What follows belongs to an exercise in optimizing a design on an open flow for small area, a short achievable clock period and few clock cycles; a production flow would make more cautious choices. Only simulation tests tie the RTL to the original design; equivalence was not proved. Power figures rest on the tool's default switching activity, not on a simulated workload.

### design/flow/design.v
package rv_pkg;
    localparam int xlen      = 32;
    localparam int addr_w    = 30;  
    localparam int reg_idx_w = 5;
    localparam logic [31:0] nop_instr = 32'h0000_0013;
    localparam logic [6:0] op_r_type = 7'b0110011;
    localparam logic [6:0] op_i_type = 7'b0010011;
    localparam logic [6:0] op_load   = 7'b0000011;
    localparam logic [6:0] op_store  = 7'b0100011;
    localparam logic [3:0] alu_nop = 4'd0;  
    localparam logic [3:0] alu_add = 4'd1;
    localparam logic [3:0] alu_sub = 4'd2;
    localparam logic [3:0] alu_and = 4'd3;
    localparam logic [3:0] alu_or  = 4'd4;
    localparam logic [3:0] alu_xor = 4'd5;
    localparam logic [3:0] alu_sll = 4'd6;
    localparam logic [3:0] alu_srl = 4'd7;
    localparam logic [3:0] alu_sra = 4'd8;
    localparam logic [3:0] alu_slt = 4'd9;
    localparam logic [1:0] fwd_none = 2'd0;  
    localparam logic [1:0] fwd_mem  = 2'd1;  
    localparam logic [1:0] fwd_wb   = 2'd2;  
endpackage
`timescale 1ns/1ps
module rv_regfile (
    input  logic        clk,
    input  logic        rst_n,
    input  logic        we,
    input  logic [4:0]  wa,
    input  logic [31:0] wd,
    input  logic [4:0]  ra,
    input  logic [4:0]  rb,
    output logic [31:0] qa,
    output logic [31:0] qb
);
    logic [31:0] regs [1:31];
    logic [31:1] vld;
    always_ff @(posedge clk or negedge rst_n) begin
        if (!rst_n) begin
            vld <= '0;
        end else if (we) begin
            vld[wa] <= 1'b1;
        end
    end
    always_ff @(posedge clk) begin
        if (we) begin
            regs[wa] <= wd;
        end
    end
    always_comb begin
        qa = '0;
        qb = '0;
        for (int i = 1; i < 32; i++) begin
            qa = qa | ({32{ra == 5'(i) && vld[i]}} & regs[i]);
            qb = qb | ({32{rb == 5'(i) && vld[i]}} & regs[i]);
        end
    end
endmodule
`timescale 1ns/1ps
module rv_core #(
    parameter logic [rv_pkg::addr_w-1:0] reset_pc = '0
) (
    input  logic                      clk,
    input  logic                      rst_n,
    output logic [rv_pkg::addr_w-1:0] icache_addr,
    input  logic [31:0]               icache_rdata,
    input  logic                      icache_stall,
    output logic                      dcache_ren,
    output logic                      dcache_wen,
    output logic [rv_pkg::addr_w-1:0] dcache_addr,
    output logic [31:0]               dcache_wdata,
    input  logic [31:0]               dcache_rdata,
    input  logic                      dcache_stall
);
    logic [29:0] pc;
    logic        d_v;
    logic [31:0] d_ins;
    logic        e_v, e_wr, e_ld, e_st;
    logic [4:0]  e_rd;
    logic [31:0] e_a, e_b;
    logic [11:0] e_imm;
    logic        e_useimm, e_fa, e_fb;
    logic        c_add, c_sub, c_slt, c_xor, c_or, c_and, c_sll, c_sr, c_sra;
    logic        m_wr, m_ld, m_st;
    logic [4:0]  m_rd;
    logic [31:0] m_alu, m_sd;
    logic        replay, lu;
    logic [31:0] m_res, ld_data;
    assign icache_addr = pc;
    assign replay      = (m_ld | m_st) & dcache_stall;
    always_ff @(posedge clk or negedge rst_n) begin
        if (!rst_n) begin
            pc  <= reset_pc;
            d_v <= 1'b0;
        end else if (replay) begin
            pc  <= pc - {28'd0, 2'd1 + {1'b0, d_v} + {1'b0, e_v}};
            d_v <= 1'b0;
        end else if (!lu) begin
            if (!icache_stall) pc <= pc + 30'd1;
            d_v <= !icache_stall;
        end
    end
    always_ff @(posedge clk) begin
        if (!lu) begin
            d_ins <= {icache_rdata[7:0], icache_rdata[15:8],
                      icache_rdata[23:16], icache_rdata[31:24]};
        end
    end
    logic [6:0]  opcode;
    logic [2:0]  f3;
    logic [4:0]  rs1, rs2, rd;
    logic        is_r, is_i, is_ld, is_st, uses_rs1, wr;
    logic [31:0] rf_a, rf_b, qa, qb;
    assign opcode = d_ins[6:0];
    assign f3     = d_ins[14:12];
    assign rs1    = d_ins[19:15];
    assign rs2    = d_ins[24:20];
    assign rd     = d_ins[11:7];
    assign is_r     = d_v && opcode == rv_pkg::op_r_type;
    assign is_i     = d_v && opcode == rv_pkg::op_i_type;
    assign is_ld    = d_v && opcode == rv_pkg::op_load;
    assign is_st    = d_v && opcode == rv_pkg::op_store;
    assign uses_rs1 = is_r | is_i | is_ld | is_st;
    assign wr       = (is_r | is_i | is_ld) && rd != 5'd0;
    assign lu = e_wr && e_ld &&
                ((uses_rs1 && e_rd == rs1) || (is_r && e_rd == rs2));
    rv_regfile u_regfile (
        .clk, .rst_n, .we(m_wr && !replay), .wa(m_rd), .wd(m_res),
        .ra(rs1), .rb(rs2), .qa(rf_a), .qb(rf_b)
    );
    assign qa = (m_wr && m_rd == rs1) ? m_res : rf_a;
    assign qb = (m_wr && m_rd == rs2) ? m_res : rf_b;
    always_ff @(posedge clk or negedge rst_n) begin
        if (!rst_n) begin
            e_v  <= 1'b0;
            e_wr <= 1'b0;
            e_ld <= 1'b0;
            e_st <= 1'b0;
        end else begin
            e_v  <= d_v   && !lu && !replay;
            e_wr <= wr    && !lu && !replay;
            e_ld <= is_ld && !lu && !replay;
            e_st <= is_st && !lu && !replay;
        end
    end
    always_ff @(posedge clk) begin
        e_rd     <= rd;
        e_a      <= qa;
        e_b      <= qb;
        e_imm    <= is_st ? {d_ins[31:25], d_ins[11:7]} : d_ins[31:20];
        e_useimm <= !is_r;
        e_fa     <= e_wr && e_rd == rs1;
        e_fb     <= e_wr && e_rd == rs2;
        c_add    <= is_ld || is_st || ((is_r || is_i) && f3 == 3'b000);
        c_sub    <= (is_r && f3 == 3'b000 && d_ins[30]) || ((is_r || is_i) && f3 == 3'b010);
        c_slt    <= (is_r || is_i) && f3 == 3'b010;
        c_xor    <= (is_r || is_i) && f3 == 3'b100;
        c_or     <= (is_r || is_i) && f3 == 3'b110;
        c_and    <= (is_r || is_i) && f3 == 3'b111;
        c_sll    <= is_i && f3 == 3'b001;
        c_sr     <= is_i && f3 == 3'b101;
        c_sra    <= d_ins[30];
    end
    logic [31:0] a, bf, b, bx, sum, sd, sh_in, shr, shl, alu;
    logic        lt;
    assign a   = e_fa ? m_alu : e_a;
    assign bf  = e_fb ? m_alu : e_b;
    assign b   = e_useimm ? {{20{e_imm[11]}}, e_imm} : bf;
    assign sd  = e_fb ? m_res : e_b;    
    assign bx  = b ^ {32{c_sub}};
    assign sum = a + bx + {31'd0, c_sub};
    assign lt  = (a[31] ^ b[31]) ? a[31] : sum[31];
    always_comb begin
        for (int i = 0; i < 32; i++) sh_in[i] = c_sll ? a[31-i] : a[i];
    end
    assign shr = 32'($signed({c_sra & c_sr & a[31], sh_in}) >>> b[4:0]);
    always_comb begin
        for (int i = 0; i < 32; i++) shl[i] = shr[31-i];
    end
    assign alu = ({32{c_add}} & sum)
               | {31'd0, c_slt & lt}
               | ({32{c_xor}} & (a ^ b))
               | ({32{c_or}}  & (a | b))
               | ({32{c_and}} & (a & b))
               | ({32{c_sll}} & shl)
               | ({32{c_sr}}  & shr);
    always_ff @(posedge clk or negedge rst_n) begin
        if (!rst_n) begin
            m_wr <= 1'b0;
            m_ld <= 1'b0;
            m_st <= 1'b0;
        end else begin
            m_wr <= e_wr && !replay;
            m_ld <= e_ld && !replay;
            m_st <= e_st && !replay;
        end
    end
    always_ff @(posedge clk) begin
        m_rd  <= e_rd;
        m_alu <= alu;
        m_sd  <= sd;
    end
    assign dcache_ren   = m_ld;
    assign dcache_wen   = m_st;
    assign dcache_addr  = m_alu[31:2];
    assign dcache_wdata = {m_sd[7:0], m_sd[15:8], m_sd[23:16], m_sd[31:24]};
    assign ld_data      = {dcache_rdata[7:0], dcache_rdata[15:8],
                           dcache_rdata[23:16], dcache_rdata[31:24]};
    assign m_res        = m_ld ? ld_data : m_alu;
endmodule
### design/flow/run.sh
#!/bin/bash
# synth_recipe.tcl (not shown) runs the flow's synth.tcl, then flattens the netlist and writes it again
# the make line also repeats each setting of config.mk as NAME=value (left out here)
make -C /OpenROAD-flow-scripts/flow DESIGN_CONFIG=/design/flow/config.mk WORK_HOME=/design/flow/orfs CLKGATE_MAP_FILE= SYNTH_SCRIPT=/design/flow/synth_recipe.tcl finish
### design/flow/config.mk
export PLATFORM = sky130hd
export DESIGN_NAME = rv_core
export DESIGN_NICKNAME = rv_core
export VERILOG_FILES = /design/flow/design.v
export SDC_FILE = /design/flow/constraint.sdc
export NUM_CORES = 8
export LEC_CHECK = 0
export CAP_MARGIN = 20
export CORE_MARGIN = 2
export CORE_UTILIZATION = 30
export PLACE_DENSITY = 0.5
export SLEW_MARGIN = 20
### design/flow/constraint.sdc
create_clock -name core_clock -period 7.5 [get_ports {clk}]
set_input_delay 1.5000 -clock core_clock [delete_from_list [all_inputs] [get_ports {clk}]]
set_output_delay 1.5000 -clock core_clock [all_outputs]
set_load 0.01 [all_outputs]
==> summary.txt, run 1 <==
The run finished with no timing, DRC or antenna violations. The synthesized netlist cell count is 4,576. The first-pass GRT wire length came out at 412,000 um. The final critical path takes up 64.7% of the cycle. The final critical-path setup slack is 2.65 ns.

The HPWL after detailed placement came out at between 150,000 and 200,000 um. The initial antenna violation count came out at 19. The final routed wirelength across all metal layers came out at just over 300,000 um. The count of flip-flops with a built-in enable after synthesis came out at 1,024. The data arrival at the endpoint of the critical path is 5.54 ns. The number of synthesized register bits came out at 1,254.

The x dimension of the die is 446 um. The die covers 0.199 mm2. The sequential-to-total area share from yosys stat came out at 60.8%.

The final setup TNS came out at 0 ns. Summing all placed instances gives a cell area of between 0.06 and 0.07 mm2. Setup repair after global routing left no endpoint under its margin. The CTS clock-pin slew for the worst setup and hold paths is approximately 0.070 ns. The worst setup timing slack at the placement stage is 2.28 ns.

The tightest slew margin relative to the limit is a little under a tenth. The async set-reset flop share out of synthesis is 5.50%. The startpoint identified for the worst hold timing path is d_ins[25]$_DFFE_PN_.

The final count of pins violating max slew came out at 0. Input and output buffers added on the ports amount to 161. Between clock sinks in the finished design, the worst skew comes to 0.0317 ns.

TritonCTS built the clock tree. For the pin with the worst max-slew slack, the measured transition is 1.35 ns. The proportion of layout cells with a drive suffix above 1 is 13.3%. The count of cells resized by post-cts repair came out at 0.

The average wire per standard cell came out at 41.7 um. In this run the critical register-to-register path is launched from e_fb$_DFF_P_. The layout net count is 4,847. The number of stages on the worst hold path came out at 0. The endpoint of the worst hold path is e_imm[5]$_DFF_P_. The critical path required time is 8.19 ns. In the post-synthesis netlist, the cell with the most instances is sky130_fd_sc_hd__edfxtp_1. The die is 446 um tall. The maximum number of pins on one net before global-route repair came out at 70. The level count of the clock H-tree came out at 4.

In the routed design, unresolved DRC markers number 0. The final RePlAce weighted congestion came out at slightly below 1. The type of element capturing the critical path is a flop. The effective utilization at floorplan is 30.2%. The number of clock sinks seen by CTS came out at 1,254. The via count came out at 50,147. The maximum achievable frequency is just over 200 MHz. The tightest hold margin came out at 0.341 ns.

The number of placement rows is between 150 and 200. Hold repair after CTS inserted 0 buffers. STA classifies the critical path startpoint as a flop.

The number of nets produced by synthesis came out at 4,756. The CTS buffer count is 140. The first detailed-routing pass took 16 iterations.

The tool flagged a number of max-cap violations equal to 0. The count of boundary I/O pins came out at around 160. The total track usage is between 30% and 40%. By area the synthesized netlist is led by sky130_fd_sc_hd__edfxtp_1 (52%), sky130_fd_sc_hd__dfxtp_1 (5.5%), sky130_fd_sc_hd__a221oi_1 (4.4%). The flip-flop cell with the highest count after synthesis is sky130_fd_sc_hd__edfxtp_1. The final critical delay including setup and external delays is 4.85 ns.

The number of global-route vias before repair is 46,917. The area of the core region came out at 0.195 mm2. The path class of the lowest-slack min-delay path is flop to flop.

The post-synthesis average cell area came out at approximately 13 um2. In this run the static leakage power is 24.5 nW. The area overhead of the layout relative to synthesis came out at 16.7%. Summed over its instances, the top area cell type makes up 52.4% of the synthesized netlist area.

The number of nets still failing antenna checks after routing came out at 0. The warning count from the yosys run came out at 2. The final count of negative-setup-slack endpoints is 0. The start-to-end type of the worst setup path is flop to flop.

The number of buffers on the longest clock path is 3. The worst register-to-register path ends at m_alu[28]$_DFF_P_. The commonest cells after synthesis are sky130_fd_sc_hd__edfxtp_1 (1,024), sky130_fd_sc_hd__a22oi_1 (333), sky130_fd_sc_hd__clkbuf_1 (325), sky130_fd_sc_hd__a221oi_1 (294), sky130_fd_sc_hd__a22o_1 (287). The global route total overflow came out at 0. The latest clock arrival within the worst-skew pair is between 0.8 and 0.9 ns. The library cell used as clock root buffer is sky130_fd_sc_hd__clkbuf_16. The count of final hold-check violations was 0.

The count of distinct cell types in the synthesized netlist came out at 92. The filler cell count came out at 18,807. The count of cells along the worst register-to-register path came out at 14.

The synthesized cell area came out at 0.0587 mm2. After routing the design area is 0.0686 mm2. In this run the register-to-register setup slack is around 2.6 ns.

The peak supply drop came out at 0.000195 V. The per-cell via count in the routed design came out at 6.76. The number of DRC markers in iteration 0 came out at ~10,000. The power density over the cells came out at 221 mW/mm2. The critical-path maximum fanout is 67. The synthesized design spends more area on one cell type than any other, namely sky130_fd_sc_hd__edfxtp_1. The post-CTS setup buffer count is 0.
[cell families (layout without fill, tap and decap cells)]
kind of cell | after synthesis | after routing | synth area share, %
xor+xnor | 112 | 112 | 1.67
mux | 179 | 179 | 4.03
simple gates | 882 | 882 | 7.52
fa+ha+maj | 112 | 112 | 2.41
compound gates | 1497 | 1497 | 19.7
buf+inv | 540 | 740 | 3.93
other cells | 0 | 18 | 0
flops | 1254 | 1254 | 60.8
[routing by layer]
layer,track usage (%),up-vias,part of all wire (%)
li1,-,18766,-
met1,36.3,24810,35
met2,44.7,5092,42
met3,12.4,1455,14
met4,18.4,24,7.8
met5,0,-,0.093
[worst max-delay path by stage]
stage | startpoint | end | slack [ns] | depth (start not counted)
global placement | dcache_stall | u_regfile.regs[19][11]$_DFFE_PP_ | 2.29 | 6
detailed placement | dcache_stall | u_regfile.regs[26][25]$_DFFE_PP_ | 2.28 | 6
CTS | e_fb$_DFF_P_ | m_alu[28]$_DFF_P_ | 2.72 | 14
finish | e_fb$_DFF_P_ | m_alu[28]$_DFF_P_ | 2.65 | 14
floorplan | e_fa$_DFF_P_ | m_alu[28]$_DFF_P_ | 2.82 | 17
global route | e_fb$_DFF_P_ | m_alu[28]$_DFF_P_ | 2.33 | 13
[power by group]
group | leakage [nW] | internal (mW) | total (mW) | switching [mW]
clock network | 2.23 | 4.03 | 7.04 | 3.01
logic | 9.77 | 0.212 | 0.538 | 0.326
registers | 12.5 | 7.49 | 7.57 | 0.0867
[metrics by stage]
step	power [mW]	util [%]	cells
after global routing	15.5	35.2	7400
after floorplan	7.99	-	4576
final	15.1	35.2	7418
after CTS	15.2	35.1	7398
after global placement	8.24	32.7	7142
after detailed placement	8.25	32.8	7147
[flip-flops by register name, summed over array words and instances (netlist names), 5 cells and up]
register and cells:
u_regfile.regs 992, d_ins 32, m_rd 5, u_regfile.vld 31, e_rd 5, e_b 32
e_imm 12, m_sd 32, m_alu 32, pc 30, e_a 32
[final cells by class]
| type | count | area [um2] | share of cell area, % |
|---|---|---|---|
| Sequential cell | 1254 | 35700 | 52.1 |
| Multi-Input combinational cell | 2782 | 21300 | 31.0 |
| Clock buffer | 174 | 3770 | 5.50 |
| Tap cell | 2624 | 3280 | 4.79 |
| Timing Repair Buffer | 354 | 3190 | 4.65 |
| Clock inverter | 77 | 785 | 1.14 |
| Inverter | 135 | 507 | 0.739 |
| Antenna cell | 18 | 45.0 | 0.0657 |
[critical path, stage by stage (launching register included)]
cell                       delay [ns]
sky130_fd_sc_hd__dfxtp_4         0.55
sky130_fd_sc_hd__buf_4           0.62
sky130_fd_sc_hd__nor2_1          0.16
sky130_fd_sc_hd__a21oi_1         0.17
sky130_fd_sc_hd__o21ai_0         0.19
sky130_fd_sc_hd__xnor2_1         0.21
sky130_fd_sc_hd__ha_1            0.44
sky130_fd_sc_hd__a21oi_1         0.26
sky130_fd_sc_hd__o21ai_0         0.24
sky130_fd_sc_hd__a2111o_1        0.48
sky130_fd_sc_hd__a2111o_1        0.48
sky130_fd_sc_hd__a31o_2          0.26
sky130_fd_sc_hd__a21oi_1         0.16
sky130_fd_sc_hd__xnor2_1         0.09
sky130_fd_sc_hd__a221o_1         0.37
[layout by cell type, fill, tap and decap left out, types with 20 or more instances in the layout]
cell,netlist,layout
sky130_fd_sc_hd__xnor2_1,84,84
sky130_fd_sc_hd__nand2_1,153,153
sky130_fd_sc_hd__clkbuf_16,0,146
sky130_fd_sc_hd__o21ai_0,120,98
sky130_fd_sc_hd__nand4_1,110,110
sky130_fd_sc_hd__inv_1,132,132
sky130_fd_sc_hd__nand3_1,148,146
sky130_fd_sc_hd__clkdlybuf4s50_1,0,160
sky130_fd_sc_hd__mux2i_1,82,82
sky130_fd_sc_hd__a22oi_1,333,333
sky130_fd_sc_hd__xor2_1,28,28
sky130_fd_sc_hd__and3_2,0,56
sky130_fd_sc_hd__and3_1,79,22
sky130_fd_sc_hd__a22o_1,287,287
sky130_fd_sc_hd__o211ai_1,21,21
sky130_fd_sc_hd__mux4_2,24,24
sky130_fd_sc_hd__buf_4,32,186
sky130_fd_sc_hd__nor2_1,198,167
sky130_fd_sc_hd__nor3_1,94,83
sky130_fd_sc_hd__a222oi_1,65,65
sky130_fd_sc_hd__a21o_1,33,33
sky130_fd_sc_hd__ha_1,110,110
sky130_fd_sc_hd__clkinv_1,1,21
sky130_fd_sc_hd__nor2_4,0,31
sky130_fd_sc_hd__o21bai_1,20,20
sky130_fd_sc_hd__dfxtp_1,161,156
sky130_fd_sc_hd__a21oi_1,176,176
sky130_fd_sc_hd__a221oi_1,294,294
sky130_fd_sc_hd__dfrtp_1,69,68
sky130_fd_sc_hd__edfxtp_1,1024,1024
sky130_fd_sc_hd__clkbuf_1,325,27
sky130_fd_sc_hd__clkinv_2,0,21
sky130_fd_sc_hd__mux2_2,56,56
Testbench counts, summed over its fixed seeds: cycles 14,420.
==> inputs of run 2 (changes only) <==
--- a/design/flow/design.v
+++ b/design/flow/design.v
@@ -26,6 +26,7 @@
     input  logic        clk,
     input  logic        rst_n,
     input  logic        we,
+    input  logic        hold,       
     input  logic [4:0]  wa,
     input  logic [31:0] wd,
     input  logic [4:0]  ra,
@@ -35,16 +36,20 @@
 );
     logic [31:0] regs [1:31];
     logic [31:1] vld;
+    logic [31:1] wsel;
+    always_comb begin
+        for (int i = 1; i < 32; i++) wsel[i] = we && wa == 5'(i) && !hold;
+    end
     always_ff @(posedge clk or negedge rst_n) begin
         if (!rst_n) begin
             vld <= '0;
-        end else if (we) begin
-            vld[wa] <= 1'b1;
-        end
-    end
-    always_ff @(posedge clk) begin
-        if (we) begin
-            regs[wa] <= wd;
+        end else begin
+            vld <= vld | wsel;
+        end
+    end
+    always_ff @(posedge clk) begin
+        for (int i = 1; i < 32; i++) begin
+            if (wsel[i]) regs[i] <= wd;
         end
     end
     always_comb begin
@@ -77,9 +82,8 @@
     logic [31:0] d_ins;
     logic        e_v, e_wr, e_ld, e_st;
     logic [4:0]  e_rd;
-    logic [31:0] e_a, e_b;
-    logic [11:0] e_imm;
-    logic        e_useimm, e_fa, e_fb;
+    logic [31:0] e_a, e_bx, e_sd;
+    logic        e_fsd;
     logic        c_add, c_sub, c_slt, c_xor, c_or, c_and, c_sll, c_sr, c_sra;
     logic        m_wr, m_ld, m_st;
     logic [4:0]  m_rd;
@@ -111,6 +115,9 @@
     logic [4:0]  rs1, rs2, rd;
     logic        is_r, is_i, is_ld, is_st, uses_rs1, wr;
     logic [31:0] rf_a, rf_b, qa, qb;
+    logic [11:0] imm;
+    logic        sub, fa, fb;
+    logic [31:0] alu;
     assign opcode = d_ins[6:0];
     assign f3     = d_ins[14:12];
     assign rs1    = d_ins[19:15];
@@ -122,14 +129,18 @@
     assign is_st    = d_v && opcode == rv_pkg::op_store;
     assign uses_rs1 = is_r | is_i | is_ld | is_st;
     assign wr       = (is_r | is_i | is_ld) && rd != 5'd0;
+    assign imm = is_st ? {d_ins[31:25], d_ins[11:7]} : d_ins[31:20];
+    assign sub = (is_r && f3 == 3'b000 && d_ins[30]) || ((is_r || is_i) && f3 == 3'b010);
     assign lu = e_wr && e_ld &&
                 ((uses_rs1 && e_rd == rs1) || (is_r && e_rd == rs2));
     rv_regfile u_regfile (
-        .clk, .rst_n, .we(m_wr && !replay), .wa(m_rd), .wd(m_res),
+        .clk, .rst_n, .we(m_wr), .hold(m_ld && dcache_stall), .wa(m_rd), .wd(m_res),
         .ra(rs1), .rb(rs2), .qa(rf_a), .qb(rf_b)
     );
     assign qa = (m_wr && m_rd == rs1) ? m_res : rf_a;
     assign qb = (m_wr && m_rd == rs2) ? m_res : rf_b;
+    assign fa = e_wr && e_rd == rs1;
+    assign fb = e_wr && e_rd == rs2 && is_r;
     always_ff @(posedge clk or negedge rst_n) begin
         if (!rst_n) begin
             e_v  <= 1'b0;
@@ -145,14 +156,12 @@
     end
     always_ff @(posedge clk) begin
         e_rd     <= rd;
-        e_a      <= qa;
-        e_b      <= qb;
-        e_imm    <= is_st ? {d_ins[31:25], d_ins[11:7]} : d_ins[31:20];
-        e_useimm <= !is_r;
-        e_fa     <= e_wr && e_rd == rs1;
-        e_fb     <= e_wr && e_rd == rs2;
+        e_a      <= fa ? alu : qa;
+        e_bx     <= (fb ? alu : is_r ? qb : {{20{imm[11]}}, imm}) ^ {32{sub}};
+        e_sd     <= qb;
+        e_fsd    <= e_wr && e_rd == rs2;
         c_add    <= is_ld || is_st || ((is_r || is_i) && f3 == 3'b000);
-        c_sub    <= (is_r && f3 == 3'b000 && d_ins[30]) || ((is_r || is_i) && f3 == 3'b010);
+        c_sub    <= sub;
         c_slt    <= (is_r || is_i) && f3 == 3'b010;
         c_xor    <= (is_r || is_i) && f3 == 3'b100;
         c_or     <= (is_r || is_i) && f3 == 3'b110;
@@ -161,27 +170,27 @@
         c_sr     <= is_i && f3 == 3'b101;
         c_sra    <= d_ins[30];
     end
-    logic [31:0] a, bf, b, bx, sum, sd, sh_in, shr, shl, alu;
+    logic [31:0] a, bx, sum, sd, sh_in, shr, shl;
     logic        lt;
-    assign a   = e_fa ? m_alu : e_a;
-    assign bf  = e_fb ? m_alu : e_b;
-    assign b   = e_useimm ? {{20{e_imm[11]}}, e_imm} : bf;
-    assign sd  = e_fb ? m_res : e_b;    
-    assign bx  = b ^ {32{c_sub}};
-    assign sum = a + bx + {31'd0, c_sub};
-    assign lt  = (a[31] ^ b[31]) ? a[31] : sum[31];
+    assign a   = e_a;
+    assign bx  = e_bx;
+    assign sd  = e_fsd ? m_res : e_sd;    
+    logic [32:0] sum33;
+    assign sum33 = {a, 1'b1} + {bx, c_sub};    
+    assign sum   = sum33[32:1];
+    assign lt  = (a[31] ^ bx[31] ^ c_sub) ? a[31] : sum[31];
     always_comb begin
         for (int i = 0; i < 32; i++) sh_in[i] = c_sll ? a[31-i] : a[i];
     end
-    assign shr = 32'($signed({c_sra & c_sr & a[31], sh_in}) >>> b[4:0]);
+    assign shr = 32'($signed({c_sra & c_sr & a[31], sh_in}) >>> bx[4:0]);
     always_comb begin
         for (int i = 0; i < 32; i++) shl[i] = shr[31-i];
     end
     assign alu = ({32{c_add}} & sum)
                | {31'd0, c_slt & lt}
-               | ({32{c_xor}} & (a ^ b))
-               | ({32{c_or}}  & (a | b))
-               | ({32{c_and}} & (a & b))
+               | ({32{c_xor}} & (a ^ bx))
+               | ({32{c_or}}  & (a | bx))
+               | ({32{c_and}} & (a & bx))
                | ({32{c_sll}} & shl)
                | ({32{c_sr}}  & shr);
     always_ff @(posedge clk or negedge rst_n) begin
--- a/design/flow/config.mk
+++ b/design/flow/config.mk
@@ -9,4 +9,5 @@
 export CORE_MARGIN = 2
 export CORE_UTILIZATION = 30
 export PLACE_DENSITY = 0.5
+export SETUP_SLACK_MARGIN = 4.5
 export SLEW_MARGIN = 20
==> run 2 against run 1 <==
Against the previous run:
- still clean
- first-iteration DRC count increased by 11%
- setup slack gained 1.5 ns
- global-route usage up 2.2 points
- maximum frequency rose by 44%
- clock-buffer cell count grew 17
- non-clock buffer count grew 365
- sequential share of layout area decreased by 4.7 points
- largest power group unchanged
- highest routed layer unchanged
==> summary.txt, run 2 <==
By area the synthesized netlist is led by sky130_fd_sc_hd__edfxtp_1 (52%), sky130_fd_sc_hd__a22oi_1 (9.0%), sky130_fd_sc_hd__dfxtp_1 (6.1%). Sequential cells were found to cover between 60% and 70% of the synthesized design area. The biggest area contributor in the post-synthesis netlist is sky130_fd_sc_hd__edfxtp_1.

The switching power of the nets is between 3 and 4 mW. The latest clock arrival within the worst-skew pair came out at 0.83 ns. At the pin with the least slew margin, the transition time is 1.03 ns. The total internal power came out at 12.2 mW. The tightest slew margin relative to the limit is 31.2%. Yosys mapped the design onto 85 distinct sky130hd cell types. The total of buffers placed on input and output ports came out at between 150 and 200. The data arrival at the endpoint of the critical path is 4.06 ns. The critical path required time came out at 8.19 ns. The via count is 54,359. The initial antenna violation count was 29. Timing would allow up to 296 MHz. The CTS clock-pin slew for the worst setup and hold paths is approximately 0.060 ns. The flow ran to the end and the layout has no timing, DRC or antenna violations. Across all register-to-register paths, the minimum setup slack is 4.12 ns. Synthesis produced approximately 4,700 cells. The number of DRC markers in iteration 0 came out at around 12,000.

The placed instance count is between 7,000 and 8,000. The count of final hold-check violations is 0. The clock tree skew after final layout came out at between 0.03 and 0.04 ns. The number of flip-flops in the largest register is 992. The number of placement rows is 163. The number of clock sinks seen by CTS is 1,273. The number of detailed-routing iterations run before antenna repair came out at 13. The area of the core region came out at 0.197 mm2. The synthesized cell area is 0.0593 mm2. The number of buffers on the longest clock path came out at 3.

The Yosys step of the flow raised 3 warnings. Setup repair after global routing could not meet its margin everywhere. The overall die height came out at 449 um. The library cells used most frequently in the layout, excluding fill and tap cells, are sky130_fd_sc_hd__edfxtp_1 (1,024), sky130_fd_sc_hd__a22oi_1 (704), sky130_fd_sc_hd__buf_4 (345). The top cell type's share of synthesized area is a little over 50%.

The most common cell in the synthesized netlist is sky130_fd_sc_hd__edfxtp_1. The combinational share of power is 6.2%. The critical-path maximum fanout is 3. After the flow finishes, the layout carries non-filler instances totaling 7,975. The type of element capturing the critical path is a flop. The maximum number of pins on one net before global-route repair is 64. STA classifies the critical path startpoint as a flop. The total track usage came out at 32.3%. For this configuration, the core starts out at a cell density of 30.1%. The final routed wirelength across all metal layers is 342,000 um. The count of boundary I/O pins is 162. The peak supply drop came out at around 0.00015 V.

The analysis attributes to cell leakage a power of 25.4 nW. The start-to-end type of the worst setup path is flop to flop. The register name with the most flops is u_regfile.regs.

The first-pass GRT wire length came out at 449,000 um. The remaining routing DRC violations is 0. After synthesis, the most frequently instantiated cells are sky130_fd_sc_hd__edfxtp_1 (1,024), sky130_fd_sc_hd__a22oi_1 (708), sky130_fd_sc_hd__nand2_1 (293), sky130_fd_sc_hd__clkbuf_1 (272), sky130_fd_sc_hd__nor2_1 (190).

The final count of negative-setup-slack endpoints is 0. The count of flip-flops with a built-in enable after synthesis is around 1,000. The power density over the cells is 207 mW/mm2. The number of buffers inserted for hold repair after clock tree synthesis came out at 0. The cell sitting at the root of the clock tree is a sky130_fd_sc_hd__clkbuf_16. After routing, the total negative slack on setup checks comes to 0 ns. The total power after layout is 15.8 mW. The min-delay analysis places its worst path in the category flop to flop. The average wire per standard cell came out at 42.9 um.

The layout net count came out at 5,333. The library cell used most frequently in the layout, excluding fill and tap cells, is sky130_fd_sc_hd__edfxtp_1. The number of global-route vias before repair is 50,920. Of the total power, the clock network draws 45.0%.

The share of the clock period used by the worst path is between 40% and 50%. The global route total overflow is 0. The final count of pins violating max slew came out at 0. The number of nets in the synthesized netlist is roughly 5,000. The post-synthesis average cell area is 12.5 um2. Registers are responsible for 48.8% of the overall power. Once detailed placement completed, the half-perimeter wirelength came to slightly below 200,000 um.

TritonCTS built the clock tree. The final critical delay including setup and external delays came out at 3.38 ns. The number of nets still failing antenna checks after routing came out at 0.

The area overhead of the layout relative to synthesis came out at 29.0%. The proportion of layout cells with a drive suffix above 1 is 28.7%. The switching power as a share of total power is 22.9%. The congestion estimate from routability-driven global placement came to 1.00. The level count of the clock H-tree came out at 4. The most used flip-flop cell after synthesis is sky130_fd_sc_hd__edfxtp_1. The count of maximum capacitance violations came out at 0. In the synthesized netlist the async set-or-reset flop fraction comes to under 10%.

The die area came out at 0.201 mm2. The per-cell via count in the routed design came out at 6.82. Clock tree synthesis inserted a total of 138 buffers. The x dimension of the die is 449 um.

After synthesis the netlist holds a flip-flop and latch count of around 1,300.
run 2: area by class of cell:
type | instances | area (um2)
Clock buffer | 191 | 3940
Clock inverter | 62 | 699
Timing Repair inverter | 2 | 10.0
Inverter | 95 | 399
Multi-Input combinational cell | 2966 | 24100
Antenna cell | 27 | 67.6
Tap cell | 2640 | 3300
Fill cell | 18613 | 120000
Timing Repair Buffer | 719 | 7690
Sequential cell | 1273 | 36300
run 2: path summary, 6_finish.rpt:
path | start | end | cells past startpoint
max reg2reg | e_bx[4]$_DFF_P_ | e_bx[25]$_DFF_P_ | 15
min in group asynchronous | rst_n | u_regfile.vld[31]$_DFF_PN0_ | 1
max in group asynchronous | rst_n | pc[21]$_DFFE_PN0P_ | 2
max | e_bx[4]$_DFF_P_ | e_bx[25]$_DFF_P_ | 15
min | e_rd[4]$_DFF_P_ | m_rd[4]$_DFF_P_ | 0
min reg2reg | e_rd[4]$_DFF_P_ | m_rd[4]$_DFF_P_ | 0
run 2: cell families (layout without fill, tap and decap cells):
kind of cell / Yosys count / in the layout / synth area share (%)
other: 0 / 27 / 0
muxes: 200 / 200 / 4.87
and+or+nand+nor: 1181 / 1188 / 10.1
adders and majority gates: 70 / 70 / 1.50
AOI/OAI and AO/OA: 1420 / 1420 / 17.8
buffers and inverters: 494 / 1069 / 3.52
DFF: 1273 / 1273 / 60.8
xor gates and xnor gates: 88 / 88 / 1.30
run 2: timing repair:
action / in CTS / in global routing
endpoints found under the setup margin: 1264 / 128
setup buffers: 297 / 69
pin swaps: 158 / 114
cloned: 24 / 6
resized for setup: 849 / 279
run 2: routing by layer:
layer,track usage (%),part of all wire [%]
met2,47.2,42
met5,0.379,0.097
met3,13.4,15
met4,26.0,11
met1,37.2,33
run 2: critical path, cell delays in order (launching register included):
cell and delay (ns):
sky130_fd_sc_hd__dfxtp_4 0.35, sky130_fd_sc_hd__buf_12 0.10, sky130_fd_sc_hd__clkinvlp_4 0.13, sky130_fd_sc_hd__ha_4 0.32
sky130_fd_sc_hd__o211ai_1 0.10, sky130_fd_sc_hd__o21a_2 0.29, sky130_fd_sc_hd__a2111o_1 0.50, sky130_fd_sc_hd__buf_6 0.17
sky130_fd_sc_hd__a2111oi_4 0.27, sky130_fd_sc_hd__buf_4 0.22, sky130_fd_sc_hd__buf_6 0.11, sky130_fd_sc_hd__nor3_2 0.03
sky130_fd_sc_hd__nand3b_1 0.22, sky130_fd_sc_hd__a31oi_2 0.22, sky130_fd_sc_hd__o31ai_2 0.09, sky130_fd_sc_hd__xnor2_1 0.15
run 2: stage by stage:
step | area (um2) | setup WS (ns) | hold slack, ns | utilization (%)
floorplan | 59700 | 4.08 | 0.362 | -
global placement | 64200 | 2.18 | 0.382 | 32.6
detailed placement | 64400 | 2.73 | 0.383 | 32.7
CTS | 74500 | 4.12 | 0.396 | 37.9
global route | 76400 | 4.06 | 0.404 | 38.8
finish | 76500 | 4.12 | 0.393 | 38.9
run 2: power groups by stage:
stage	Sequential [mW]	Combinational, mW	Clock (mW)
after floorplan	7.84	0.382	0
after global placement	7.92	0.640	0
after detailed placement	7.92	0.642	0
after CTS	7.71	0.893	7.13
after global routing	7.71	1.03	7.38
final	7.71	0.985	7.11
Testbench counts of run 2, summed over its fixed seeds: cycles 14,420.
==> inputs of run 3 (changes only) <==
--- a/design/flow/config.mk
+++ b/design/flow/config.mk
@@ -9,5 +9,5 @@
 export CORE_MARGIN = 2
 export CORE_UTILIZATION = 30
 export PLACE_DENSITY = 0.5
-export SETUP_SLACK_MARGIN = 4.5
+export SETUP_SLACK_MARGIN = 4.0
 export SLEW_MARGIN = 20
==> run 3 against run 2 <==
Against the previous run:
- clock power rose by 2%
- clock-buffer cell count fell by 11
- maximum frequency fell by 7.1%
- sequential power barely moved
- area after synthesis did not move
- critical endpoint is now u_regfile.regs[18][16]$_DFFE_PP_
==> summary.txt, run 3 <==
In the layout the commonest cells are sky130_fd_sc_hd__edfxtp_1 (1,024), sky130_fd_sc_hd__a22oi_1 (708), sky130_fd_sc_hd__nand2_1 (290). The post-synthesis mux area share came out at under 10%. The area of the core region is around 0.20 mm2. In the finished design, the share of the clock period the worst path needs comes to 48.5%.

The CTS buffer count came out at 141. The final layout contains 5,127 nets. Leaving out filler cells and counting taps, the final layout contains slightly below 8,000. The tightest slew margin relative to the limit is around 14%. The final critical delay including setup and external delays came out at approximately 3.6 ns. The clock tree skew after final layout is 0.0447 ns. The complex-gate fraction of the synthesized area came out at between 10% and 20%. The synthesized cell area came out at 0.0593 mm2. The number of global-route vias before repair came out at 48,994. The post-synthesis average cell area came out at roughly 13 um2. The register with the most flip-flops in the layout has 992 of them. Data on the critical path arrives at its endpoint at 4.07 ns.

The maximum number of pins on one net before global-route repair came out at 57. Dividing total power by cell area gives a power density of 219 mW/mm2. In this run the worst hold path is classified as flop to flop.

The final count of pins violating max slew came to 0. In the post-synthesis netlist, the cell with the most instances is sky130_fd_sc_hd__edfxtp_1. The initial antenna violation count came out at 29. The share of the Yosys chip area taken by registers is 60.8%. The TritonCTS clock tree is done. The cell taking the most area after synthesis is sky130_fd_sc_hd__edfxtp_1. The top cell type's share of synthesized area is between 50 and 60%. The number of detailed-routing iterations run before antenna repair is 10.

The count of boundary I/O pins is 162. The maximum achievable frequency is ~280 MHz. The effective utilization at floorplan came out at a little under a third. Sorting the synthesized cells by how often they occur yields sky130_fd_sc_hd__edfxtp_1 (1,024), sky130_fd_sc_hd__a22oi_1 (708), sky130_fd_sc_hd__nand2_1 (293), sky130_fd_sc_hd__clkbuf_1 (272), sky130_fd_sc_hd__nor2_1 (190).

The first-pass GRT wire length came out at ~430,000 um. Traced cell by cell, the critical path runs through clkdlybuf4s50_1 > nand2_1 > and3_1 > nand2_1 > nor2_4 > buf_6. Along the worst path, the maximum fanout reaches 20.

The die area is roughly 0.20 mm2. The register name with the most flops is u_regfile.regs. The post-synthesis share of cell area spent on and, or, nand and nor gates is 10.1%. The level count of the clock H-tree is 4. The count of final hold-check violations is 0. Detailed routing inserted a total of 52,424 vias. Cells with a size suffix above 1 make up 19.7% of the layout. The die is around 450 um tall. The final count of negative-setup-slack endpoints is 0. The final RePlAce weighted congestion came out at 1.02. The synthesized netlist cell count came out at 4,726. The number of DRC markers in iteration 0 is 11,515.

The count of distinct cell types in the synthesized netlist came out at 85. The warning count from the yosys run came out at 3. Global routing used 30.8% of the available tracks across all layers. The number of buffers on the longest clock path came out at 3. The type of element capturing the critical path is a flop. Once detail routing completed, the nets flagged for antenna violations numbered 0.

In this run the clock root is driven by a sky130_fd_sc_hd__clkbuf_16. VDD sags by at most 0.000251 V. The per-cell via count in the routed design is between 6 and 7. After synthesis, the largest family of logic cells by area is compound AO/OA/AOI/OAI gates. The critical path required time came out at 7.94 ns. The number of nets produced by synthesis came out at about 4,900. The count of flip-flops with a built-in enable after synthesis came out at about 1,000. Counting tap cells, the placed design contains a total of 7,302 instances. The final setup TNS came out at 0 ns. The total power after layout came out at between 15 and 20 mW.

The number of synthesized register bits is 1,273. Buffers placed on the I/O ports in this run total 161. The CTS clock-pin slew for the worst setup and hold paths is 0.06 ns. The measured slew at the worst slew-check pin came out at about 1.3 ns.

The count of maximum capacitance violations is 0. The final critical-path setup slack is 3.87 ns. The async set-reset flop share out of synthesis is between 5 and 6%. The cell with the largest stage delay on the worst path is sky130_fd_sc_hd__clkdlybuf4s50_1. The kind of launch point of the worst setup path is an input pin. The global route total overflow is 0. The number of placement rows came out at 163. The HPWL after detailed placement is 198,000 um. Cells fill 36.6% of the core in the end. The kind of cell adding the most delay to the critical path is simple AND/OR/NAND/NOR gates. The area overhead of the layout relative to synthesis came out at 21.4%.

The number of clock sinks seen by CTS is 1,273. The x dimension of the die is 449 um. The worst setup timing slack at the placement stage came out at 2.69 ns.

Setup repair after global routing could not meet its margin everywhere. The synthesized-area fraction occupied by xor and xnor cells came out at 1.30%. Leaving out fill and tap cells, the most frequent cell in the layout is sky130_fd_sc_hd__edfxtp_1. The average wire per standard cell came out at 41.9 um. The flip-flop cell with the highest count after synthesis is sky130_fd_sc_hd__edfxtp_1.

The routed design has 325,000 um of wire. By instance count, the cell type seen most on the critical path is sky130_fd_sc_hd__nand2_1. Summed over all cells, the static leakage comes to 23.5 nW. The flow ran to the end and the layout has no timing, DRC or antenna violations. The latest clock arrival within the worst-skew pair is 0.84 ns. The highest cell delay on the worst timing path came out at between 0.4 and 0.5 ns. After Yosys synthesis, full adders, half adders and majority gates account for 1.50% of the synthesized area. The critical path is of the input pin to flop type. After synthesis, the cell types taking the most area are sky130_fd_sc_hd__edfxtp_1 (52%), sky130_fd_sc_hd__a22oi_1 (9.0%), sky130_fd_sc_hd__dfxtp_1 (6.1%). The remaining routing DRC violations came out at 0. Counting both buffers and inverters, the worst setup path holds a total of 2.
-- run 3: path summary, 6_finish.rpt --
| kind | startpoint | end | slack, ns | cells past startpoint |
|---|---|---|---|---|
| min | e_rd[2]$_DFF_P_ | m_rd[2]$_DFF_P_ | 0.41 | 0 |
| max | dcache_stall | u_regfile.regs[18][16]$_DFFE_PP_ | 3.87 | 6 |
| min reg2reg | e_rd[2]$_DFF_P_ | m_rd[2]$_DFF_P_ | 0.41 | 0 |
| max reg2reg | d_ins[17]$_DFFE_PN_ | e_a[29]$_DFF_P_ | 3.88 | 9 |
| max in group asynchronous | rst_n | pc[19]$_DFFE_PN0P_ | 5.60 | 2 |
| min in group asynchronous | rst_n | u_regfile.vld[15]$_DFF_PN0_ | 0.57 | 1 |
-- run 3: worst reg2reg max path: stages, from the launching register on --
cell	delay (ns)
sky130_fd_sc_hd__edfxtp_1	0.55
sky130_fd_sc_hd__nor2_4	0.49
sky130_fd_sc_hd__and3_2	0.32
sky130_fd_sc_hd__buf_4	0.47
sky130_fd_sc_hd__buf_4	0.55
sky130_fd_sc_hd__a22oi_1	0.18
sky130_fd_sc_hd__nand3_1	0.11
sky130_fd_sc_hd__nor4_1	0.08
sky130_fd_sc_hd__a221oi_1	0.67
sky130_fd_sc_hd__a21o_1	0.14
-- run 3: area by class of cell --
| type | instances | area (um2) |
|---|---|---|
| sequential | 1273 | 36100 |
| clock inverter | 77 | 902 |
| timing repair buffer | 511 | 4990 |
| tap | 2640 | 3300 |
| timing repair inverter | 2 | 10.0 |
| inverter | 95 | 372 |
| multi-input combinational | 2965 | 22400 |
| clock buffer | 180 | 3800 |
| fill | 18940 | 125000 |
| antenna | 17 | 42.5 |
-- run 3: cell families after synthesis --
| kind of cell | after synthesis |
|---|---|
| AOI/OAI and AO/OA | 1420 |
| DFF | 1273 |
| and+or+nand+nor | 1181 |
| buffers and inverters | 494 |
| muxes | 200 |
| xor gates and xnor gates | 88 |
| adders and majority gates | 70 |
-- run 3: through the flow --
stage	hold WS [ns]	area (um2)
after floorplan	0.362	59400
after CTS	0.398	70900
after detailed placement	0.389	64300
final	0.409	72000
after global placement	0.387	64200
after global routing	0.413	72000
-- run 3: where the power goes --
group,switching (mW),internal (mW)
combinational,0.437,0.325
clock,3.10,4.14
sequential,0.123,7.62
total,3.66,12.1
-- run 3: repair_timing --
item | 4_1_cts | 5_1_grt
gates resized for setup | 201 | 127
hold buffers | 0 | 0
setup endpoints to repair | 797 | 511
pin swaps | 46 | 28
gates cloned | 14 | 3
buffers inserted | 105 | 62
-- run 3: layer usage --
layer  GRT usage [%]  up-vias  routed length (um)
met1            37.2    25910              113000
li1                -    19528                   -
met4            20.8       20               29000
met2            45.2     5378              135000
met3            12.2     1588               47400
met5           0.497        -                 278
==> inputs of run 4 (changes only) <==
--- a/design/flow/design.v
+++ b/design/flow/design.v
@@ -29,8 +29,10 @@
     input  logic        hold,       
     input  logic [4:0]  wa,
     input  logic [31:0] wd,
-    input  logic [4:0]  ra,
-    input  logic [4:0]  rb,
+    input  logic [3:0]  ra_lo,     
+    input  logic [7:0]  ra_hi,
+    input  logic [3:0]  rb_lo,
+    input  logic [7:0]  rb_hi,
     output logic [31:0] qa,
     output logic [31:0] qb
 );
@@ -56,8 +58,8 @@
         qa = '0;
         qb = '0;
         for (int i = 1; i < 32; i++) begin
-            qa = qa | ({32{ra == 5'(i) && vld[i]}} & regs[i]);
-            qb = qb | ({32{rb == 5'(i) && vld[i]}} & regs[i]);
+            qa = qa | ({32{ra_lo[i % 4] && ra_hi[i / 4] && vld[i]}} & regs[i]);
+            qb = qb | ({32{rb_lo[i % 4] && rb_hi[i / 4] && vld[i]}} & regs[i]);
         end
     end
 endmodule
@@ -80,34 +82,59 @@
     logic [29:0] pc;
     logic        d_v;
     logic [31:0] d_ins;
+    logic [3:0]  d_a_lo, d_b_lo;
+    logic [7:0]  d_a_hi, d_b_hi;
     logic        e_v, e_wr, e_ld, e_st;
     logic [4:0]  e_rd;
     logic [31:0] e_a, e_bx, e_sd;
     logic        e_fsd;
-    logic        c_add, c_sub, c_slt, c_xor, c_or, c_and, c_sll, c_sr, c_sra;
+    logic [3:0]  e_sh1;     
+    logic [7:0]  e_sh4;     
+    logic        c_add, c_sub, c_slt, c_t01, c_t10, c_t11, c_sll, c_sr, c_sra;
     logic        m_wr, m_ld, m_st;
     logic [4:0]  m_rd;
     logic [31:0] m_alu, m_sd;
     logic        replay, lu;
     logic [31:0] m_res, ld_data;
     assign icache_addr = pc;
+    logic [31:0] f_ins;
+    assign f_ins = {icache_rdata[7:0], icache_rdata[15:8],
+                    icache_rdata[23:16], icache_rdata[31:24]};
     assign replay      = (m_ld | m_st) & dcache_stall;
-    always_ff @(posedge clk or negedge rst_n) begin
-        if (!rst_n) begin
-            pc  <= reset_pc;
-            d_v <= 1'b0;
-        end else if (replay) begin
-            pc  <= pc - {28'd0, 2'd1 + {1'b0, d_v} + {1'b0, e_v}};
-            d_v <= 1'b0;
-        end else if (!lu) begin
-            if (!icache_stall) pc <= pc + 30'd1;
-            d_v <= !icache_stall;
-        end
+    logic       r_rep;
+    logic [2:0] r_cnt;
+    logic       adv;
+    assign adv = !lu && !icache_stall;
+    logic [3:0]  pc_lo;
+    logic [26:0] pc_hi_m1;
+    logic [29:0] pc_dec;
+    assign pc_lo    = {1'b0, pc[2:0]} - {1'b0, r_cnt};
+    assign pc_hi_m1 = pc[29:3] - 27'd1;
+    assign pc_dec   = {pc_lo[3] ? pc_hi_m1 : pc[29:3], pc_lo[2:0]};
+    always_ff @(posedge clk or negedge rst_n) begin
+        if (!rst_n) begin
+            pc    <= reset_pc;
+            d_v   <= 1'b0;
+            r_rep <= 1'b0;
+        end else begin
+            r_rep <= replay;
+            if (r_rep)    pc <= pc_dec;
+            else if (adv) pc <= pc + 30'd1;
+            if (replay || r_rep) d_v <= 1'b0;
+            else if (!lu)        d_v <= !icache_stall;
+        end
+    end
+    always_ff @(posedge clk) begin
+        r_cnt <= 3'd1 + {2'd0, d_v} + {2'd0, e_v} + {2'd0, adv};
     end
     always_ff @(posedge clk) begin
         if (!lu) begin
             d_ins <= {icache_rdata[7:0], icache_rdata[15:8],
                       icache_rdata[23:16], icache_rdata[31:24]};
+            d_a_lo <= 4'b1 << f_ins[16:15];
+            d_a_hi <= 8'b1 << f_ins[19:17];
+            d_b_lo <= 4'b1 << f_ins[21:20];
+            d_b_hi <= 8'b1 << f_ins[24:22];
         end
     end
     logic [6:0]  opcode;
@@ -135,7 +162,8 @@
                 ((uses_rs1 && e_rd == rs1) || (is_r && e_rd == rs2));
     rv_regfile u_regfile (
         .clk, .rst_n, .we(m_wr), .hold(m_ld && dcache_stall), .wa(m_rd), .wd(m_res),
-        .ra(rs1), .rb(rs2), .qa(rf_a), .qb(rf_b)
+        .ra_lo(d_a_lo), .ra_hi(d_a_hi), .rb_lo(d_b_lo), .rb_hi(d_b_hi),
+        .qa(rf_a), .qb(rf_b)
     );
     assign qa = (m_wr && m_rd == rs1) ? m_res : rf_a;
     assign qb = (m_wr && m_rd == rs2) ? m_res : rf_b;
@@ -159,18 +187,21 @@
         e_a      <= fa ? alu : qa;
         e_bx     <= (fb ? alu : is_r ? qb : {{20{imm[11]}}, imm}) ^ {32{sub}};
         e_sd     <= qb;
+        e_sh1    <= 4'b1 << d_ins[21:20];
+        e_sh4    <= 8'b1 << d_ins[24:22];
         e_fsd    <= e_wr && e_rd == rs2;
         c_add    <= is_ld || is_st || ((is_r || is_i) && f3 == 3'b000);
         c_sub    <= sub;
         c_slt    <= (is_r || is_i) && f3 == 3'b010;
-        c_xor    <= (is_r || is_i) && f3 == 3'b100;
-        c_or     <= (is_r || is_i) && f3 == 3'b110;
-        c_and    <= (is_r || is_i) && f3 == 3'b111;
+        c_t01    <= (is_r || is_i) && (f3 == 3'b100 || f3 == 3'b110);
+        c_t10    <= (is_r || is_i) && (f3 == 3'b100 || f3 == 3'b110);
+        c_t11    <= (is_r || is_i) && (f3 == 3'b110 || f3 == 3'b111);
         c_sll    <= is_i && f3 == 3'b001;
         c_sr     <= is_i && f3 == 3'b101;
         c_sra    <= d_ins[30];
     end
-    logic [31:0] a, bx, sum, sd, sh_in, shr, shl;
+    logic [31:0] a, bx, sum, sd, sh_in, sh_t, shr, shl;
+    logic        fill;
     logic        lt;
     assign a   = e_a;
     assign bx  = e_bx;
@@ -182,15 +213,27 @@
     always_comb begin
         for (int i = 0; i < 32; i++) sh_in[i] = c_sll ? a[31-i] : a[i];
     end
-    assign shr = 32'($signed({c_sra & c_sr & a[31], sh_in}) >>> bx[4:0]);
+    assign fill = c_sra & c_sr & a[31];
+    always_comb begin
+        for (int i = 0; i < 32; i++) begin
+            sh_t[i] = 1'b0;
+            for (int j = 0; j < 4; j++)
+                sh_t[i] = sh_t[i] | (e_sh1[j] & (i + j < 32 ? sh_in[(i + j) % 32] : fill));
+        end
+        for (int i = 0; i < 32; i++) begin
+            shr[i] = 1'b0;
+            for (int k = 0; k < 8; k++)
+                shr[i] = shr[i] | (e_sh4[k] & (i + 4 * k < 32 ? sh_t[(i + 4 * k) % 32] : fill));
+        end
+    end
     always_comb begin
         for (int i = 0; i < 32; i++) shl[i] = shr[31-i];
     end
     assign alu = ({32{c_add}} & sum)
                | {31'd0, c_slt & lt}
-               | ({32{c_xor}} & (a ^ bx))
-               | ({32{c_or}}  & (a | bx))
-               | ({32{c_and}} & (a & bx))
+               | ({32{c_t01}} & ~a & bx)
+               | ({32{c_t10}} & a & ~bx)
+               | ({32{c_t11}} & a & bx)
                | ({32{c_sll}} & shl)
                | ({32{c_sr}}  & shr);
     always_ff @(posedge clk or negedge rst_n) begin
==> design/flow/flow/run.sh (new file) <==
#!/bin/bash
# standard layout, with the port buffers and timing repair free to pick any
# buffer and drive strength (not only the same cell footprint)
set -euo pipefail
bash standard.sh MATCH_CELL_FOOTPRINT=0 "BUFFER_PORTS_ARGS=-buffer_cell sky130_fd_sc_hd__buf_4" finish > make_finish.log 2>&1
==> design/flow/standard.sh (new file) <==
#!/bin/bash
# synth_recipe.tcl (not shown) runs the flow's synth.tcl, then flattens the netlist and writes it again
# the make line also repeats each setting of config.mk as NAME=value (left out here)
make -C /OpenROAD-flow-scripts/flow DESIGN_CONFIG=/design/flow/config.mk WORK_HOME=/design/flow/orfs CLKGATE_MAP_FILE= SYNTH_SCRIPT=/design/flow/synth_recipe.tcl "${@:-finish}"
--- a/design/flow/config.mk
+++ b/design/flow/config.mk
@@ -7,7 +7,7 @@
 export LEC_CHECK = 0
 export CAP_MARGIN = 20
 export CORE_MARGIN = 2
-export CORE_UTILIZATION = 30
-export PLACE_DENSITY = 0.5
-export SETUP_SLACK_MARGIN = 4.0
+export CORE_UTILIZATION = 60
+export PLACE_DENSITY = 0.7
+export SETUP_SLACK_MARGIN = 4.5
 export SLEW_MARGIN = 20
removed: design/flow/run.sh
==> run 4 against run 3 <==
Against the previous run:
- sequential share of layout area up 3.3 points
- utilization up 35 points
- first-iteration DRC count up 22%
- setup slack better by 0.37 ns
- sequential cell count up 39
- global-route usage up 22 points
- clock power down 8.4%
- still clean on timing, DRC and antenna
- clock skew down 0.0040 ns
- final area down 3.6%
- worst hold slack worse by 0.0020 ns
- highest routed layer unchanged
- die area down 50%
- clock-buffer cell count down 7
==> summary.txt, run 4 <==
The floorplan step set the die height to 316 um. The floorplan step defined a core boundary enclosing 0.0967 mm2. Based on the critical path, the design can be clocked at up to 306 MHz. Power spread over the standard cell area amounts to 218 mW/mm2.

The data arrival at the endpoint of the critical path is 3.96 ns. The peak supply drop came out at 0.000256 V. The maximum number of pins on one net before global-route repair came out at 71. The synthesized netlist cell count came out at 4,524. Detailed placement ended at an HPWL of 145,000 um. The share of the clock period used by the worst path came out at 43.6%. Sorting the synthesized cells by how often they occur yields sky130_fd_sc_hd__edfxtp_1 (1,048), sky130_fd_sc_hd__a22oi_1 (611), sky130_fd_sc_hd__clkbuf_1 (306), sky130_fd_sc_hd__nand2_1 (219), sky130_fd_sc_hd__a221oi_1 (200). For this design, the sink count on the clock tree is 1,312.

The count of cells along the worst register-to-register path is 10. The critical path required time came out at 8.19 ns. The biggest area contributor in the post-synthesis netlist is sky130_fd_sc_hd__edfxtp_1. Leaving out fill and tap cells, the most frequent cell in the layout is sky130_fd_sc_hd__edfxtp_1. The total track usage came out at between 50% and 60%. Summed over all layers, the routed wires come to 273,000 um. The first detailed-routing pass ran for 16 iterations. The count of buffers added on input and output ports is 161.

The x dimension of the die is 316 um. The count of boundary I/O pins came out at 162. The startpoint identified for the worst register-to-register timing path is d_b_lo[2]$_SDFFCE_PN0N_. The most repeated cell in the gate-level netlist after synthesis is sky130_fd_sc_hd__edfxtp_1. The worst register-to-register path ends at e_bx[6]$_DFF_P_. The average wire per standard cell came out at around 44 um. The remaining routing DRC violations is 0. The warning count from the yosys run came out at 3. For flop-to-flop paths, the worst setup slack is ~4.2 ns. In this run the worst path has a maximum fanout of 32. Hold repair after CTS inserted 0 buffers. The number of stages on the worst hold path is 0. The initial antenna violation count was 17. After routing, the total negative slack on setup checks comes to 0 ns. The sequential share of power came out at a little over half. TritonCTS built the clock tree. The clock tree skew after final layout is 0.0407 ns. The number of placement rows is 114. The final count of pins violating max slew came out at 0.

The final count of negative-setup-slack endpoints is 0. The run finished with no timing, DRC or antenna violations. After the first detailed-routing iteration, the DRC count stood at ~14,000. By area the synthesized netlist is led by sky130_fd_sc_hd__edfxtp_1 (54%), sky130_fd_sc_hd__a22oi_1 (7.8%), sky130_fd_sc_hd__dfxtp_1 (6.6%). The clock reaches the later pin of the worst-skew pair after 0.79 ns.

The combinational share of power came out at under 10%. The layout net count came out at 4,856. Setup repair after global routing could not meet its margin everywhere. The number of flip-flops in the largest register came out at 992. Leaving out fill and tap cells, the most frequent cells in the layout are sky130_fd_sc_hd__edfxtp_1 (1,048), sky130_fd_sc_hd__a22oi_1 (572), sky130_fd_sc_hd__buf_4 (383).

The flip-flop cell with the highest count after synthesis is sky130_fd_sc_hd__edfxtp_1. In the synthesized netlist the async set-or-reset flop fraction comes to about 5.3%. The level count of the clock H-tree came out at 4. The number of buffers on the longest clock path came out at 3. The tightest hold margin came out at 0.407 ns. The post-synthesis average cell area is 12.9 um2. The sequential-to-total area share from yosys stat came out at 63.4%. In this run the worst setup path terminates at e_bx[6]$_DFF_P_.

The top cell type's share of synthesized area is between 50% and 60%. The proportion of layout cells with a drive suffix above 1 is 24.6%. The via count is 52,657.

The count of distinct cell types in the synthesized netlist came out at 85. The per-cell via count in the routed design is between 8 and 9. The number of nets still failing antenna checks after routing came out at 0. The kind of launch point of the worst setup path is a flop. The clock share of power came out at 43.8%.

At the pin with the least slew margin, the transition time is 1.18 ns. Ranked by flip-flop count, first place goes to u_regfile.regs. The count of final hold-check violations is 0.

For this design the static power due to leakage is 24.8 nW. In this run the worst hold path is classified as flop to flop. The count of flip-flops with a built-in enable after synthesis came out at 1,048. The switching power as a share of total power came out at 22.1%. Cell internal power was estimated by the tool at 11.8 mW. The area overhead of the layout relative to synthesis came out at 18.6%. The final RePlAce weighted congestion came out at ~1.0. The number of synthesized register bits came out at 1,312. Across the run, the number of max-cap violations was 0. After synthesis the cells add up to 0.0585 mm2. The die covers 0.100 mm2. The first-pass GRT wire length is 365,000 um. Clock-pin slew was measured on the worst setup and hold paths at 0.07 ns. Summing internal, switching and leakage power gives 15.1 mW. CTS placed an instance of sky130_fd_sc_hd__clkbuf_16 at the clock tree root. The worst pin sits at a relative slew slack of 21.1%. The switching power of the nets came out at 3.34 mW. The origin of the worst setup path is d_b_lo[2]$_SDFFCE_PN0N_. The global route total overflow came out at 0.

The number of global-route vias before repair is roughly 47,000. The worst setup path is captured at a flop. The number of nets in the synthesized netlist is 4,634. For this configuration, the core starts out at a cell density of 60.5%. TritonCTS created ~130 clock buffers.

The worst setup path is of the flop to flop kind. The final critical delay including setup and external delays is 3.27 ns.
==> run 4: changes by cell type in the layout (fill, tap and decap cells not counted), sizes merged, moves of 60 or more <==
| cell | delta |
|---|---|
| nand3 | -70 |
| a22oi | -93 |
| nand2 | -72 |
| a221oi | +124 |
| nand4 | +61 |
| clkdlybuf4s50 | -158 |
| a22o | +101 |
| buf | +132 |
| mux4 | -60 |
==> run 4: worst min path at each step <==
| stage | slack [ns] | from | end |
|---|---|---|---|
| floorplan | 0.36 | d_ins[7]$_DFFE_PN_ | e_rd[0]$_DFF_P_ |
| global placement | 0.40 | d_ins[10]$_DFFE_PN_ | e_rd[3]$_DFF_P_ |
| detailed placement | 0.39 | e_rd[2]$_DFF_P_ | m_rd[2]$_DFF_P_ |
| CTS | 0.40 | e_rd[0]$_DFF_P_ | m_rd[0]$_DFF_P_ |
| global route | 0.42 | e_rd[2]$_DFF_P_ | m_rd[2]$_DFF_P_ |
| finish | 0.41 | e_rd[0]$_DFF_P_ | m_rd[0]$_DFF_P_ |
==> run 4: layer usage <==
layer / vias to the layer above / share of wire, % / global-route usage (%)
met5: - / 0.46 / 6.96
met4: 39 / 11 / 38.7
met3: 2363 / 20 / 31.4
met2: 6639 / 39 / 71.3
met1: 24636 / 30 / 61.8
li1: 18980 / - / -
==> run 4: logic make-up (layout without fill, tap and decap cells) <==
family | count (synthesis) | after routing | synth area share (%)
xor gates and xnor gates | 111 | 111 | 1.66
muxes | 109 | 109 | 2.11
adders and majority gates | 42 | 42 | 0.924
AOI/OAI and AO/OA | 1491 | 1493 | 19.8
DFF | 1312 | 1312 | 63.4
buffers and inverters | 440 | 762 | 3.07
and+or+nand+nor | 1019 | 1022 | 8.98
other | 0 | 19 | 0
==> run 4: worst max-delay path, stage by stage, from the launching register on <==
cell and delay, ns:
sky130_fd_sc_hd__edfxtp_1 0.53, sky130_fd_sc_hd__and3_2 0.29, sky130_fd_sc_hd__buf_8 0.27, sky130_fd_sc_hd__a22o_1 0.26
sky130_fd_sc_hd__a221oi_1 0.27, sky130_fd_sc_hd__nand4_1 0.20, sky130_fd_sc_hd__nor3_4 0.42, sky130_fd_sc_hd__a21oi_1 0.24
sky130_fd_sc_hd__and2_1 0.27, sky130_fd_sc_hd__o31ai_2 0.26, sky130_fd_sc_hd__xnor2_1 0.14
==> run 4: layout make-up <==
| type | count | area, um2 |
|---|---|---|
| Sequential cell | 1312 | 37200 |
| Antenna cell | 19 | 47.5 |
| Multi-Input combinational cell | 2777 | 22000 |
| Inverter | 48 | 191 |
| Clock buffer | 173 | 3570 |
| Fill cell | 6498 | 27300 |
| Timing Repair Buffer | 474 | 4180 |
| Timing Repair inverter | 1 | 5.00 |
| Clock inverter | 66 | 657 |
| Tap cell | 1276 | 1600 |
==> run 4: power by group through the flow <==
stage / Combinational [mW] / Clock [mW] / Sequential, mW
after detailed placement: 0.463 / 0 / 8.12
after floorplan: 0.276 / 0 / 8.08
after CTS: 0.499 / 6.57 / 7.97
after global placement: 0.456 / 0 / 8.12
final: 0.547 / 6.63 / 7.97
after global routing: 0.588 / 6.85 / 7.98
==> run 4: what timing repair did <==
item	4_1_cts	5_1_grt
cloned	11	2
endpoints found under the setup margin	267	226
pin swaps	90	155
resized for setup	307	238
setup buffers	87	92
==> run 4: through the flow <==
stage,instance area (um2),worst slack [ns],cells,util (%)
global placement,61100,3.45,5695,63.2
CTS,67600,4.35,6033,69.9
global route,69400,4.26,6130,71.7
floorplan,58800,4.17,4524,-
detailed placement,61100,3.43,5696,63.2
finish,69400,4.23,6146,71.8
Testbench counts of run 4, summed over its fixed seeds: cycles 14,420.
==> inputs of run 5 (changes only) <==
==> design/flow/run.sh (new file) <==
#!/bin/bash
# synth_recipe.tcl (not shown) runs the flow's synth.tcl, then flattens the netlist and writes it again
# the make line also repeats each setting of config.mk as NAME=value (left out here)
make -C /OpenROAD-flow-scripts/flow DESIGN_CONFIG=/design/flow/config.mk WORK_HOME=/design/flow/orfs CLKGATE_MAP_FILE= SYNTH_SCRIPT=/design/flow/synth_recipe.tcl finish
removed: design/flow/flow/run.sh
removed: design/flow/standard.sh
==> run 5 against run 4 <==
Against the previous run:
- non-clock buffer count up 33
- maximum frequency grew 2.2%
- critical path depth increased by 1
- clock-buffer cell count down 9
- register-to-register slack improved by 0.07 ns
- final cell count rose by 0.68%
- area after synthesis is the same
- clock skew decreased by 0.0073 ns
- routed wire length decreased by 0.13%
- synthesized cell count did not move
- critical endpoint unchanged
- highest routed layer unchanged
==> summary.txt, run 5 <==
The run finished with no timing, DRC or antenna violations. The critical-path maximum fanout is 21. The overall die height is 316 um. The commonest cells after synthesis are sky130_fd_sc_hd__edfxtp_1 (1,048), sky130_fd_sc_hd__a22oi_1 (611), sky130_fd_sc_hd__clkbuf_1 (306), sky130_fd_sc_hd__nand2_1 (219), sky130_fd_sc_hd__a221oi_1 (200).

Of the post-synthesis cell area, the dominant cell type holds approximately 54%. The critical path required time is 8.19 ns. The post-synthesis average cell area is 12.9 um2. The area overhead of the layout relative to synthesis is 19.6%. The tightest slew margin relative to the limit is 23.1%. The routed layout has 52,519 vias.

The number of nets produced by synthesis came out at approximately 4,600. The clock tree synthesis step divided the H-tree into 4 levels. The warning count from the yosys run came out at 3. The clock reaches the later pin of the worst-skew pair after 0.77 ns. The x dimension of the die came out at 316 um.

The final layout contains 4,893 nets. The count of final hold-check violations came out at 0. The largest single stage delay on the critical path is 0.47 ns.

After synthesis, the cell types taking the most area are sky130_fd_sc_hd__edfxtp_1 (54%), sky130_fd_sc_hd__a22oi_1 (7.8%), sky130_fd_sc_hd__dfxtp_1 (6.6%). After floorplanning, the core was divided into 114 placement rows. The number of detailed-routing iterations run before antenna repair is 17. The average wire per standard cell is about 44 um. In this run, synthesis produced a sequential element count of 1,312.

Leaving out fill and tap cells, the most frequent cells in the layout are sky130_fd_sc_hd__edfxtp_1 (1,048), sky130_fd_sc_hd__a22oi_1 (587), sky130_fd_sc_hd__buf_4 (249). The fraction of the core area covered by cells at the end of the flow is 72.4%. Once detail routing completed, the nets flagged for antenna violations numbered 0. The path class of the lowest-slack min-delay path is flop to flop. Clock skew on the completed layout was measured at 0.0334 ns.

Entering global routing, the biggest net connects between 70 and 80 pins. The kind of launch point of the worst setup path is a flop. The data arrival at the endpoint of the critical path came out at 3.88 ns. Leaving out fill and tap cells, the most frequent cell in the layout is sky130_fd_sc_hd__edfxtp_1. The count of flip-flops with a built-in enable after synthesis is 1,048. The die area came out at 0.100 mm2. The flip-flop cell with the highest count after synthesis is sky130_fd_sc_hd__edfxtp_1.

The setup path with the least slack is of type flop to flop. The peak supply drop came out at 0.000223 V. The TritonCTS clock tree is done.

sky130_fd_sc_hd__edfxtp_1 is the most common cell in the netlist. The final count of negative-setup-slack endpoints came out at 0. The async set-reset flop share out of synthesis is about 5.3%. The number of global-route vias before repair was ~48,000. The filler cell count came out at 6,487. Across the run, the number of max-cap violations was 0. The proportion of layout cells with a drive suffix above 1 came out at 21.6%. The final critical delay including setup and external delays came out at 3.20 ns. The number of buffers on the longest clock path is 3. The final routed wirelength across all metal layers is approximately 270,000 um. sky130_fd_sc_hd__edfxtp_1 takes more of the synthesized area than any other cell.
## run 5: cell types whose count changed in the layout (fill, tap and decap cells not counted), sizes merged, moves of 2 or more
cell,delta
clkinvlp,+10
inv,-3
buf,-122
dlygate4sd2,+91
bufbuf,+3
clkdlybuf4s50,+65
clkdlybuf4s15,+3
clkbuf,-16
diode,+8
nand3,+2
## run 5: repair_timing
item                       4_1_cts  5_1_grt
hold buffers                     0        0
cloned                          10        3
setup buffers                  124       89
gates resized for setup        442      194
pin swaps                       72       80
setup endpoints to repair     1135      129
## run 5: per-stage QoR
stage | std cells | setup slack [ns]
floorplan | 4524 | 4.17
global placement | 5697 | 3.03
detailed placement | 5697 | 2.99
CTS | 6068 | 4.38
global route | 6167 | 4.27
finish | 6188 | 4.30
## run 5: cell families (layout without fill, tap and decap cells)
group / count (synthesis) / after routing / share of synthesized area (%)
other: 0 / 27 / 0
AND/OR/NAND/NOR: 1019 / 1024 / 8.98
buffers and inverters: 440 / 794 / 3.07
multiplexers: 109 / 109 / 2.11
adder cells (fa/ha/maj): 42 / 42 / 0.924
AO/OA/AOI/OAI: 1491 / 1493 / 19.8
XOR/XNOR: 111 / 111 / 1.66
flip-flops: 1312 / 1312 / 63.4
## run 5: final timing paths
check                                        start                     endpoint  slack, ns  depth (start not counted)
setup / recovery           d_b_lo[2]$_SDFFCE_PN0N_              e_bx[6]$_DFF_P_       4.30                         11
hold / removal                     e_rd[0]$_DFF_P_              m_rd[0]$_DFF_P_       0.40                          0
setup reg to reg           d_b_lo[2]$_SDFFCE_PN0N_              e_bx[6]$_DFF_P_       4.30                         11
hold reg to reg                    e_rd[0]$_DFF_P_              m_rd[0]$_DFF_P_       0.40                          0
max in group asynchronous                    rst_n              r_rep$_DFF_PN0_       6.20                          2
min in group asynchronous                    rst_n  u_regfile.vld[19]$_DFF_PN0_       0.66                          1
## run 5: power by group
group	internal, mW	switching [mW]	leakage, nW
registers	7.85	0.0926	12.2
clock network	3.79	2.91	2.09
logic	0.259	0.358	10.8
total	11.9	3.36	25.1
## run 5: worst max-delay path: cells and delay by family, from the launching register on
kind                      cells  cell delay (ns)
and+or+nand+nor               4             1.06
DFF                           1             0.47
xor gates and xnor gates      1             0.14
AOI/OAI and AO/OA             4             0.98
buffers and inverters         2             0.44
## run 5: per-layer routing
| metal | vias up | global-route usage [%] | wire length, um |
|---|---|---|---|
| li1 | 19061 | - | - |
| met1 | 24581 | 61.8 | 82500 |
| met2 | 6498 | 71.8 | 106000 |
| met3 | 2341 | 29.7 | 53000 |
| met4 | 38 | 39.4 | 29900 |
| met5 | - | 7.58 | 1140 |
## run 5: final cells by class
class	count	area (um2)	area share (%)
flip-flops and latches	1312	37200	53.1
multi-input cells	2779	21700	31.0
repair buffers	507	4890	6.99
clock buffers	164	3580	5.11
well taps	1276	1600	2.28
clock inverters	73	742	1.06
inverters	48	191	0.273
diodes	27	67.6	0.0965
repair inverters	2	15.0	0.0214

Check on run 5: ideal ports give 4.302 ns setup slack; a clkbuf_16 on the clock port and buf_2 on the inputs give 4.302 ns; moving port delays by the midpoint clock arrival (0.831 ns) as well gives 3.596 ns.
